Source: an optimization exercise on an open RTL-to-GDS flow (aim: small area, a short achievable clock period and few clock cycles). Production flows keep margins and buffers that such runs may drop.
No run shown here included a check of the RTL's function; only the layout flow was run.
Power is estimated from default activity; no workload was simulated.

## flow/config.mk

```make
export PLATFORM = sky130hd
export DESIGN_NAME = hid_keyboard_report_to_key_events_core
export DESIGN_NICKNAME = hid_keyboard_report_to_key_events_core
export VERILOG_FILES = /design/flow/design.v
export SDC_FILE = /design/flow/constraint.sdc
export NUM_CORES = 4
export LEC_CHECK = 0
export ABC_CLOCK_PERIOD_IN_PS = 2300
export CAP_MARGIN = 20
export CORE_MARGIN = 2
export CORE_UTILIZATION = 40
export SETUP_SLACK_MARGIN = 2.7
export SLEW_MARGIN = 20
```

## flow/constraint.sdc

```tcl
create_clock -name core_clock -period 5.0 [get_ports {clk_i}]
set_input_delay 1.0000 -clock core_clock [delete_from_list [all_inputs] [get_ports {clk_i}]]
set_output_delay 1.0000 -clock core_clock [all_outputs]
set_load 0.01 [all_outputs]
```

## flow/design.v

```verilog
`default_nettype none
module hkre_xlate (
  input  logic [6:0] code_i,
  output logic [7:0] scan_o
);
  localparam logic [1023:0] Table = {
    8'h00, 8'h8A, 8'h00, 8'h00, 8'h00, 8'h00, 8'h00, 8'h00,
    8'h8D, 8'h74, 8'h7C, 8'h7D, 8'hA4, 8'hA3, 8'hA2, 8'hA1,
    8'h83, 8'h82, 8'h81, 8'h80, 8'h7D, 8'h7C, 8'h74, 8'h73,
    8'hF5, 8'h00, 8'hB1, 8'hF7, 8'h94, 8'h92, 8'h9F, 8'h9E,
    8'h9D, 8'h9B, 8'h9A, 8'h99, 8'h98, 8'h97, 8'h96, 8'h95,
    8'h9C, 8'hA4, 8'hA3, 8'hA2, 8'hA1, 8'hAA, 8'hA9, 8'hA7,
    8'hA8, 8'h8F, 8'h8D, 8'h8C, 8'h8E, 8'h8A, 8'h8B, 8'hB0,
    8'h7D, 8'h7C, 8'h72, 8'h71, 8'h68, 8'h67, 8'h66, 8'h65,
    8'h64, 8'h5A, 8'h59, 8'h58, 8'h57, 8'h56, 8'h00, 8'hF3,
    8'hED, 8'hFB, 8'hBF, 8'hE8, 8'hF2, 8'hBF, 8'hF7, 8'hF6,
    8'hFA, 8'hF5, 8'hF9, 8'hD4, 8'hBE, 8'hBC, 8'h71, 8'hBD,
    8'hEF, 8'hEA, 8'hE5, 8'hE0, 8'hDB, 8'hD6, 8'hD0, 8'hCB,
    8'hC5, 8'hC0, 8'hC3, 8'hDC, 8'hC8, 8'hC6, 8'hD3, 8'hE1,
    8'hD7, 8'hC7, 8'hD1, 8'hC1, 8'hF0, 8'hEB, 8'hDE, 8'hE3,
    8'hEC, 8'hE7, 8'hE2, 8'hE6, 8'hDD, 8'hD8, 8'hD2, 8'hCC,
    8'hCD, 8'hCE, 8'hD9, 8'hC2, 8'h00, 8'h00, 8'h00, 8'h00
  };
  assign scan_o = Table[{code_i, 3'b000} +: 8];
endmodule
`default_nettype wire
`default_nettype none
module hid_keyboard_report_to_key_events_core (
  input  logic        clk_i,
  input  logic        rst_ni,
  input  logic        in_valid_i,
  output logic        in_stall_o,
  input  logic [55:0] in_data_i,
  output logic        out_valid_o,
  input  logic        out_stall_i,
  output logic [9:0]  out_data_o
);
  logic [5:0][7:0] pk;       
  logic [5:0][7:0] cur_q;    
  logic [5:0][7:0] held_q;   
  logic            cv_q;     
  logic [1:0]      s_q;      
  logic [5:0]      fp_q;     
  logic [5:0]      fc_q;     
  logic [5:0]      pzr_q;    
  logic [2:0]      mod_q;    
  logic [1:0]      ph_q;     
  logic [11:0]     km_q;     
  logic [11:0]     low_q;    
  logic            t1_v;     
  logic [6:0]      t1_key;   
  logic            t1_val;   
  logic            t1_last;  
  logic            t2_v;     
  logic [7:0]      t2_code;  
  logic            t2_val;
  logic            t2_last;
  logic            stall_q;
  logic            ov_q;
  logic [9:0]      out_q;
  logic            advance;
  logic            accept;
  logic            step;
  logic            pop2;     
  logic            popm;     
  logic            move;     
  logic            consume;  
  logic [2:0]      in_mod;
  logic [5:0]      pz;       
  logic [5:0]      cz;       
  logic [5:0]      e0;       
  logic [5:0]      e1;       
  logic [5:0]      e2;       
  logic [5:0]      fp_n;
  logic [5:0]      fc_n;
  logic [11:0]     km_new;
  logic [11:0]     rest;
  logic [11:0]     low_new;
  logic [11:0]     low_r;
  logic [11:0]     seen_a;   
  logic [11:0]     seen_r;   
  logic [5:0]      low_cur;  
  logic [6:0]      sel_key;
  logic [7:0]      t1_code;
  logic [1:0]      s_n;
  logic            ready_n;
  assign advance = !ov_q || !out_stall_i;
  assign accept  = in_valid_i && !stall_q;
  assign step    = in_valid_i && (s_q != 2'd2);
  assign pop2    = advance && t2_v;
  assign popm    = advance && !t2_v && (ph_q != 2'd0);
  assign move    = advance && t1_v && ((ph_q == 2'd0) || ((ph_q == 2'd3) && !t2_v));
  assign consume = advance && (km_q != '0) && (!t1_v || move);
  assign in_mod[0] = |(in_data_i[55:48] & 8'h22);
  assign in_mod[1] = |(in_data_i[55:48] & 8'h11);
  assign in_mod[2] = |(in_data_i[55:48] & 8'h44);
  for (genvar i = 0; i < 6; i++) begin : g_slot
    assign pk[i] = in_data_i[47-8*i -: 8];
    assign pz[i] = pk[i][7] || (pk[i][6:2] == 5'h00) || (pk[i][6:0] == 7'h39) ||
                   (pk[i][6:0] == 7'h66) || ((pk[i][6:3] == 4'hF) && (pk[i][2:0] != 3'h6));
    assign cz[i] = cur_q[i][7] || (cur_q[i][6:2] == 5'h00) || (cur_q[i][6:0] == 7'h39) ||
                   (cur_q[i][6:0] == 7'h66) || ((cur_q[i][6:3] == 4'hF) && (cur_q[i][2:0] != 3'h6));
    assign e0[i] = pk[i] == cur_q[i];
    assign e1[i] = pk[i] == cur_q[(i+1)%6];
    assign e2[i] = pk[i] == cur_q[(i+2)%6];
    assign fp_n[i] = (fp_q[i] && s_q != 2'd0) || e0[i] || e1[i] || e2[i];
    assign fc_n[i] = (fc_q[i] && s_q != 2'd0) || e0[i] || e1[(i+5)%6] || e2[(i+4)%6];
    assign km_new[2*i]   = cv_q && !cz[i] && !fc_q[i];
    assign km_new[2*i+1] = !pzr_q[i] && !(cv_q && fp_q[i]);
  end
  assign rest = km_q & ~low_q;
  assign seen_a[0] = 1'b0;
  assign seen_r[0] = 1'b0;
  for (genvar i = 0; i < 12; i++) begin : g_low
    assign low_new[i] = km_new[i] && !seen_a[i];
    assign low_r[i]   = rest[i] && !seen_r[i];
    if (i < 11) begin : g_seen
      assign seen_a[i+1] = seen_a[i] || km_new[i];
      assign seen_r[i+1] = seen_r[i] || rest[i];
    end
  end
  always_comb begin
    for (int m = 0; m < 6; m++) begin
      low_cur[m] = (s_q == 2'd1) ? low_q[2*((m+3)%6)+1] : low_q[2*m+1];
    end
    sel_key = '0;
    for (int i = 0; i < 6; i++) begin
      sel_key = sel_key | ({7{low_q[2*i]}} & held_q[i][6:0])
                        | ({7{low_cur[i]}} & cur_q[i][6:0]);
    end
  end
  hkre_xlate u_xlate (.code_i(t1_key), .scan_o(t1_code));
  assign s_n = step ? s_q + 2'd1 : s_q;
  assign ready_n = ((ph_q == 2'd0) || ((ph_q == 2'd3) && popm)) &&
                   (km_q == '0) && (!t1_v || move) &&
                   ((s_n == 2'd2) || (!cv_q && s_n != 2'd0));
  always_ff @(posedge clk_i or negedge rst_ni) begin
    if (!rst_ni) begin
      cv_q    <= 1'b0;
      s_q     <= 2'd0;
      stall_q <= 1'b1;
      ph_q    <= 2'd0;
      km_q    <= '0;
      t1_v    <= 1'b0;
      t2_v    <= 1'b0;
      ov_q    <= 1'b0;
    end else begin
      if (accept) begin
        cv_q    <= 1'b1;
        s_q     <= 2'd0;
        stall_q <= 1'b1;
        km_q    <= km_new;
        ph_q    <= (advance && !t2_v) ? 2'd2 : 2'd1;
      end else begin
        s_q     <= s_n;
        stall_q <= !ready_n;
        if (consume) km_q <= rest;
        if (popm) ph_q <= ph_q + 2'd1;
      end
      if (advance) ov_q <= t2_v || (ph_q != 2'd0) || accept;
      if (consume) t1_v <= 1'b1;
      else if (move) t1_v <= 1'b0;
      if (move) t2_v <= 1'b1;
      else if (pop2) t2_v <= 1'b0;
    end
  end
  always_ff @(posedge clk_i) begin
    if (accept) begin
      cur_q <= pk;
      mod_q <= in_mod;
    end else if (step) begin
      fp_q  <= fp_n;
      fc_q  <= {fc_n[2:0], fc_n[5:3]};
      cur_q <= {cur_q[2:0], cur_q[5:3]};
    end
    if (in_valid_i) pzr_q <= pz;
    if (!stall_q) held_q <= cur_q;
    if (accept) low_q <= low_new;
    else if (consume) low_q <= low_r;
    if (consume) begin
      t1_key  <= sel_key;
      t1_val  <= |(low_q & 12'b1010_1010_1010);
      t1_last <= rest == '0;
    end
    if (move) begin
      t2_code <= t1_code;
      t2_val  <= t1_val;
      t2_last <= t1_last;
    end
    if (advance) begin
      if (t2_v) begin
        out_q <= {t2_code, t2_val, t2_last};
      end else begin
        case (ph_q)
          2'd1:    out_q <= {8'hAE, mod_q[0], 1'b0};
          2'd2:    out_q <= {8'hAF, mod_q[1], 1'b0};
          2'd3:    out_q <= {8'hB1, mod_q[2], (km_q == '0) && !t1_v};
          default: out_q <= {8'hAE, in_mod[0], 1'b0};
        endcase
      end
    end
  end
  assign in_stall_o  = stall_q;
  assign out_valid_o = ov_q;
  assign out_data_o  = out_q;
endmodule
`default_nettype wire
```

## flow/run.sh

```bash
#!/bin/bash
# synth_recipe.tcl (not shown) runs the flow's synth.tcl, then flattens the netlist and writes it again
# the make line also repeats each setting of config.mk as NAME=value (left out here)
make -C /OpenROAD-flow-scripts/flow DESIGN_CONFIG=/design/flow/config.mk WORK_HOME=/design/flow/orfs CLKGATE_MAP_FILE= SYNTH_SCRIPT=/design/flow/synth_recipe.tcl finish
```

==> results.toml, run 1 <==
[outcome]
status = "finished clean"

[die]
die_y_um = 174
die_x_um = 174
core_area_um2 = 28500
die_area_um2 = 30300
io-pin-count = 72
row_count = 62
start_util_pct = 40.5

[timing]
drv_slew = 0
setup_viol = 0
finalCriticalPeriod_ns = 2.30
fin_skew_ns = 0.0174
worst_slack_ns = 2.70
relSlewSlack_pct = 44.7
rsz0062_at_grt = "yes"
finalCritPeriodShare_pct = 46.1
tightest_slew_ns = 0.829
hold_viol = 0
clock.fmax_mhz = 434
setup_tns_ns = 0

[logic_synthesis]
synth.net_count = 1316
yosysMostFrequentCell = "nand2_1"
ys_async_sr_fraction_pct = 12.1
avgSynthCellArea_um2 = 9.32
synth_top_cell_area_share_pct = 39.5
synth-seq-area-share_pct = 44.0
syn_inst = 1240
synth_cell_types = 73
synth_flop_cell = "edfxtp_1"
synth_edf_count = 152
synthTopCellsByCount = "nand2_1, edfxtp_1, xor2_1, clkbuf_1, o21ai_0"
synth_area_leaders = "edfxtp_1, xor2_1, nand2_1, dfrtp_1, clkbuf_1"
yosysTopAreaCell = "edfxtp_1"
ys_ff_latch = 173
synth_area_um2 = 11600
ys.warnings.count = 1

[cells_and_area]
postLayoutCoreUtil_pct = 47.9
fin_nets = 1351
fill_cells = 2744
area_delta_synth_final_pct = 18.3
layout-drive-gt1-share_pct = 15.3

[clock_tree]
cts_tree = "done"
clock_path_buffers = 2
cts-root-buf = "clkbuf_16"
path_clk_slew_ns = 0.08
h-tree-depth = 4
hold_buffers = 0
clock_sinks = 173
worstSkewPairLatency_ns = 0.44
cts_made_buffers = 17

[detailed_routing]
vias = 10100
via_per_inst = 6.01
wl_per_cell_um = 22.7
drc = 0
drtAntennaViolNets = 0
drt_first_pass_iters = 6
wirelength_mm = 37.9
drt_iter0_markers = 1337

[worst_hold_path]
hp-start = "t1_val$_DFFE_PP_"
min_to = "t2_val$_DFFE_PP_"
hold_depth = 0
hold_path.class = "flop to flop"

[grt]
grt_pass1_wl_mm = 56.3
antenna_found_initial = 0
grt_pass1_vias = 9203
grt_overflow = 0
grt_start_max_net_pins = 68
gr-usage-all-layers_pct = 24.5

[power]
ir_drop_v = 0.000296
seqPwrFrac_pct = 40.5
power.share.switching_pct = 43.2
leakage_uw = 0.00540
clkPwrFrac_pct = 16.7
p_per_area_nw_per_um2 = 586
p_sw_uw = 3460
power_frac_comb_pct = 42.7
power.total_uw = 8010
intPower_uw = 4550

[placed_design]
port_buffers = 69
dp_hpwl_mm = 24.6
preCtsSetupSlack_ns = 1.77
routabilityCongestion = 0.919

[critical_path]
required_ns = 5.18
worst-path-buf-inv = 1
end_kind = "flop"
worstSetupPathType = "flop to flop"
cp_cell_sequence = "buf_12, nor2b_1, o22ai_1, o211ai_1, o21ai_0, mux4_2"
start_kind = "flop"
rrSetupSlack_ns = 2.70
r2r-start = "t1_key[2]$_DFFE_PP_"
critPathMaxFanout = 15
reg2regPathDepth = 6
cpMaxStageDelayCell = "edfxtp_1"
crit_arrival_ns = 2.48
cp_top_family = "flip-flops"
reg2reg_to = "t2_code[0]$_DFFE_PP_"
slowest_delay_ns = 0.59

[job]
maxCapViolations = 0
## cells in the final DEF, fill, tap and decap left out, types with 17 or more instances in the layout
cell             Yosys  routed
xor2_1             144     144
nand2_1            223     217
clkdlybuf4s50_1      0      33
nand3_1             30      30
nand2b_1            25      24
buf_4                4      70
dfrtp_1             20      20
o21ai_0             57      56
inv_1               37      32
dlymetal6s2s_1       0      17
a21oi_1             39      38
edfxtp_1           152     152
nor2b_1             20      18
nor4_1              46      46
nor2_1              47      46
a22oi_1             38      38
clkbuf_16            0      19
## sequential cells by signal, indices dropped and copies added (netlist names), 7 cells and up
signal,cells
t1_key,7
km_q,12
held_q,42
low_q,12
out_q,10
cur_q,48
t2_code,8
## layer usage
metal	global-route usage (%)	wire, um	up-vias
met5	0	0	-
met4	11.9	1690	0
met3	3.30	3230	90
met2	39.6	17800	619
met1	32.4	15200	4856
li1	-	-	4496
## cells by family after synthesis
kind of cell               Yosys count  synth area share, %
AOI/OAI and AO/OA                  268                 16.4
muxes                               13                 1.77
xor gates and xnor gates           147                 11.1
DFF                                173                 44.0
and+or+nand+nor                    448                 18.7
buffers and inverters              175                 6.18
adders and majority gates           16                 1.73
## final cells by class
cell class                 count  area (um^2)  share of cell area, %
tap                          384          480                   3.51
inverter                      38          158                   1.15
timing repair inverter         2         12.5                 0.0915
timing repair buffer         151         1420                   10.4
multi-input combinational    892         5930                   43.3
clock inverter                15          163                   1.19
clock buffer                  17          425                   3.11
antenna                        1         2.50                 0.0183
sequential                   173         5090                   37.2
## timing repair
item | 4_1_cts | 5_1_grt
setup endpoints to repair | 175 | 59
hold endpoints to repair | 0 | 0
buffers inserted | 31 | 41
gates resized for setup | 40 | 43
cloned | 2 | 2
pin swaps | 3 | 6
## power by group through the flow
stage               Combinational, uW  Clock [uW]  Sequential, uW
global route                     3730        1400            3280
global placement                 2690           0            3370
detailed placement               2740           0            3380
CTS                              3030        1350            3270
finish                           3430        1340            3250
floorplan                        2490           0            2570
## how the worst max path moves through the flow
stage	from	end	slack (ns)	cells after the start
after detailed placement	out_stall_i	km_q[0]$_DFFE_PN0P_	1.77	7
final	t1_key[2]$_DFFE_PP_	t2_code[0]$_DFFE_PP_	2.70	6
after global routing	t1_key[1]$_DFFE_PP_	t2_code[2]$_DFFE_PP_	2.66	8
after CTS	t1_key[4]$_DFFE_PP_	t2_code[2]$_DFFE_PP_	2.71	6
after floorplan	stall_q$_DFF_PN1_	low_q[8]$_DFFE_PP_	2.60	7
after global placement	out_stall_i	km_q[0]$_DFFE_PN0P_	1.81	7
## per-stage QoR
stage / cells / cell area (um^2) / hold slack, ns
6_report: 1673 / 13700 / 0.435
5_1_grt: 1672 / 13700 / 0.446
4_1_cts: 1629 / 13200 / 0.436
2_1_floorplan: 1240 / 11600 / 0.400
3_5_place_dp: 1564 / 12300 / 0.424
3_3_place_gp: 1564 / 12300 / 0.404
==> run 2, diff against run 1 <==
--- a/flow/config.mk
+++ b/flow/config.mk
@@ -5,9 +5,9 @@
 export SDC_FILE = /design/flow/constraint.sdc
 export NUM_CORES = 4
 export LEC_CHECK = 0
-export ABC_CLOCK_PERIOD_IN_PS = 2300
+export ABC_CLOCK_PERIOD_IN_PS = 1900
 export CAP_MARGIN = 20
 export CORE_MARGIN = 2
 export CORE_UTILIZATION = 40
-export SETUP_SLACK_MARGIN = 2.7
+export SETUP_SLACK_MARGIN = 3.1
 export SLEW_MARGIN = 20
==> results.toml, run 2 <==
[worst_hold_path]
hold_path.class = "flop to flop"

[placed_design]
port_buffers = 69
dp_hpwl_mm = 24.7
preCtsSetupSlack_ns = 1.47
routabilityCongestion = 0.958
placed_area_um2 = 12400
place_inst = 1564

[timing]
fin_skew_ns = 0.0183
hold_ws_ns = 0.415
drv_slew = 0
finalCritPeriodShare_pct = 46.9
rsz0062_at_grt = "yes"
relSlewSlack_pct = 47.8
worst_slack_ns = 2.65
finalCriticalPeriod_ns = 2.35
tightest_slew_ns = 0.783
setup_viol = 0
setup_tns_ns = 0
hold_viol = 0
clock.fmax_mhz = 426

[clock_tree]
cts_made_buffers = 17
cts-root-buf = "clkbuf_16"
cts_tree = "done"
clock_sinks = 173
h-tree-depth = 4
worstSkewPairLatency_ns = 0.44
clock_path_buffers = 2
path_clk_slew_ns = 0.08
hold_buffers = 0

[detailed_routing]
drt_iter0_markers = 1441
highest_layer = "met4"
vias = 10500
wirelength_mm = 41.2
drc = 0
dr_wl_met2_mm = 19.2
drt_first_pass_iters = 7
drtAntennaViolNets = 0
wl_per_cell_um = 23.4
wl_met1_mm = 16.1
via_per_inst = 5.98
met3WireLength_mm = 3.32

[cells_and_area]
stdcell_area_um2 = 14800
area_delta_synth_final_pct = 27.9
stdcell_count = 1762
layout_common_cells = "nand2_1, edfxtp_1, xor2_1"
regMostFlops = "cur_q"
layout-drive-gt1-share_pct = 28.9
largest_reg_flops = 48
fin_nets = 1441
final_common_cell = "nand2_1"
n_antenna_cell = 0
reg_top3 = "cur_q (48), held_q (42)"

[logic_synthesis]
synthTopCellsByCount = "nand2_1, edfxtp_1, xor2_1, clkbuf_1, o21ai_0"
ys.warnings.count = 1
yosysMostFrequentCell = "nand2_1"
synth_top_cell_area_share_pct = 39.5
ys_async_sr_fraction_pct = 12.1
synth_edf_count = 152
syn_inst = 1240
synth_cell_types = 73
synth.net_count = 1316
ys_ff_latch = 173
synth_area_leaders = "edfxtp_1, xor2_1, nand2_1, dfrtp_1, clkbuf_1"
synth_flop_cell = "edfxtp_1"
synth_area_um2 = 11600
avgSynthCellArea_um2 = 9.32
yosysTopAreaCell = "edfxtp_1"
synth-seq-area-share_pct = 44.0

[die]
die_x_um = 174
die_area_um2 = 30300
row_count = 62
die_y_um = 174
core_area_um2 = 28500
io-pin-count = 72
start_util_pct = 40.5

[critical_path]
crit_arrival_ns = 2.51
start_kind = "flop"
critPathMaxFanout = 3
worstSetupPathType = "flop to flop"
required_ns = 5.16
end_kind = "flop"

[grt]
gr-usage-all-layers_pct = 26.8
grt_pass1_vias = 10100
grt_overflow = 0
antenna_found_initial = 0
grt_pass1_wl_mm = 61.5
grt_start_max_net_pins = 51

[power]
p_sw_uw = 3790
seqPwrFrac_pct = 34.1
power.share.switching_pct = 42.7
p_per_area_nw_per_um2 = 600
power_frac_comb_pct = 50.4
leakage_uw = 0.00587
clkPwrFrac_pct = 15.5
ir_drop_v = 0.000298
intPower_uw = 5080

[outcome]
status = "finished clean"

[job]
maxCapViolations = 0
run 2: cell counts after synthesis:
No cell type changed its count.
run 2: metal layers:
layer	global-route usage [%]	vias up
li1	-	4668
met1	33.8	5092
met2	43.6	622
met3	4.62	151
met4	15.3	0
met5	0	-
run 2: worst max-delay path, cell delays in order, from the launching register on:
cell and delay [ns]:
edfxtp_1 0.46, buf_6 0.16, buf_6 0.11, ha_4 0.18, nor3_4 0.13, nor2_1 0.07, a311oi_1 0.37, a21oi_1 0.07
mux4_2 0.52
run 2: path summary, 6_finish.rpt:
kind	cells past startpoint	startpoint	slack, ns	endpoint
max	8	t1_key[1]$_DFFE_PP_	2.65	t2_code[0]$_DFFE_PP_
min	0	t1_last$_DFFE_PP_	0.42	t2_last$_DFFE_PP_
max reg2reg	8	t1_key[1]$_DFFE_PP_	2.65	t2_code[0]$_DFFE_PP_
min reg2reg	0	t1_last$_DFFE_PP_	0.42	t2_last$_DFFE_PP_
max in group asynchronous	1	rst_ni	4.07	ov_q$_DFFE_PN0N_
min in group asynchronous	1	rst_ni	0.53	ph_q[0]$_DFFE_PN0P_
run 2: layout make-up:
type | instances | area (um^2)
Fill cell | 2580 | 13800
Clock inverter | 13 | 140
Multi-Input combinational cell | 893 | 6380
Timing Repair Buffer | 240 | 2030
Clock buffer | 19 | 475
Timing Repair inverter | 2 | 12.5
Inverter | 38 | 164
Tap cell | 384 | 480
Sequential cell | 173 | 5090
run 2: power by group through the flow:
stage | registers, uW | logic, uW | clock network (uW)
after floorplan | 2580 | 2580 | 0
after global placement | 3370 | 2730 | 0
after detailed placement | 3380 | 2780 | 0
after CTS | 3030 | 4010 | 1380
after global routing | 3070 | 4770 | 1440
final | 3020 | 4470 | 1370
run 2: what timing repair did:
action                     4_1_cts  5_1_grt
setup endpoints to repair      261      122
pin swaps                       49       52
cloned                           5        1
setup buffers                  135       25
gates resized for setup        240      101
run 2: kinds of logic (layout without fill, tap and decap cells):
group,count (synthesis),count (layout),synth area share (%)
AOI/OAI and AO/OA,268,268,16.4
xor gates and xnor gates,147,147,11.1
adders and majority gates,16,16,1.73
buffers and inverters,175,312,6.18
DFF,173,173,44.0
muxes,13,13,1.77
and+or+nand+nor,448,449,18.7
run 2: through the flow:
step,total power (uW),util [%]
final,8870,51.8
after global placement,6100,43.4
after global routing,9270,51.8
after detailed placement,6160,43.4
after CTS,8420,50.6
after floorplan,5150,-

[port drivers added, routing unchanged]
The results above use ideal ports. As a check the final layouts listed here were re-extracted and re-timed, cells and wires unchanged.
Step 1 assumes that a clkbuf_16 drives the clock port and a buf_2 every other input.
Step 2, shift: input delay + t, output delay - t, t = (earliest + latest rising clock arrival at the registers) / 2. This alone moves slack from input paths to output paths.
Three values: ideal ports, drivers, drivers and shift; two values: the first two.
| run | shift t [ns] | setup WS [ns] | cell pins on the clock port's net |
|---|---|---|---|
| run 1 | 0.481 | 2.695 / 2.695 / 2.305 | 1 |
| run 2 | 0.484 | 2.653 / 2.653 / 2.488 | 1 |
After both steps setup and hold are still met in every run listed. The setup slack of run 1, which loses most, moves by 0.000 ns with the drivers and by -0.390 ns with both steps.
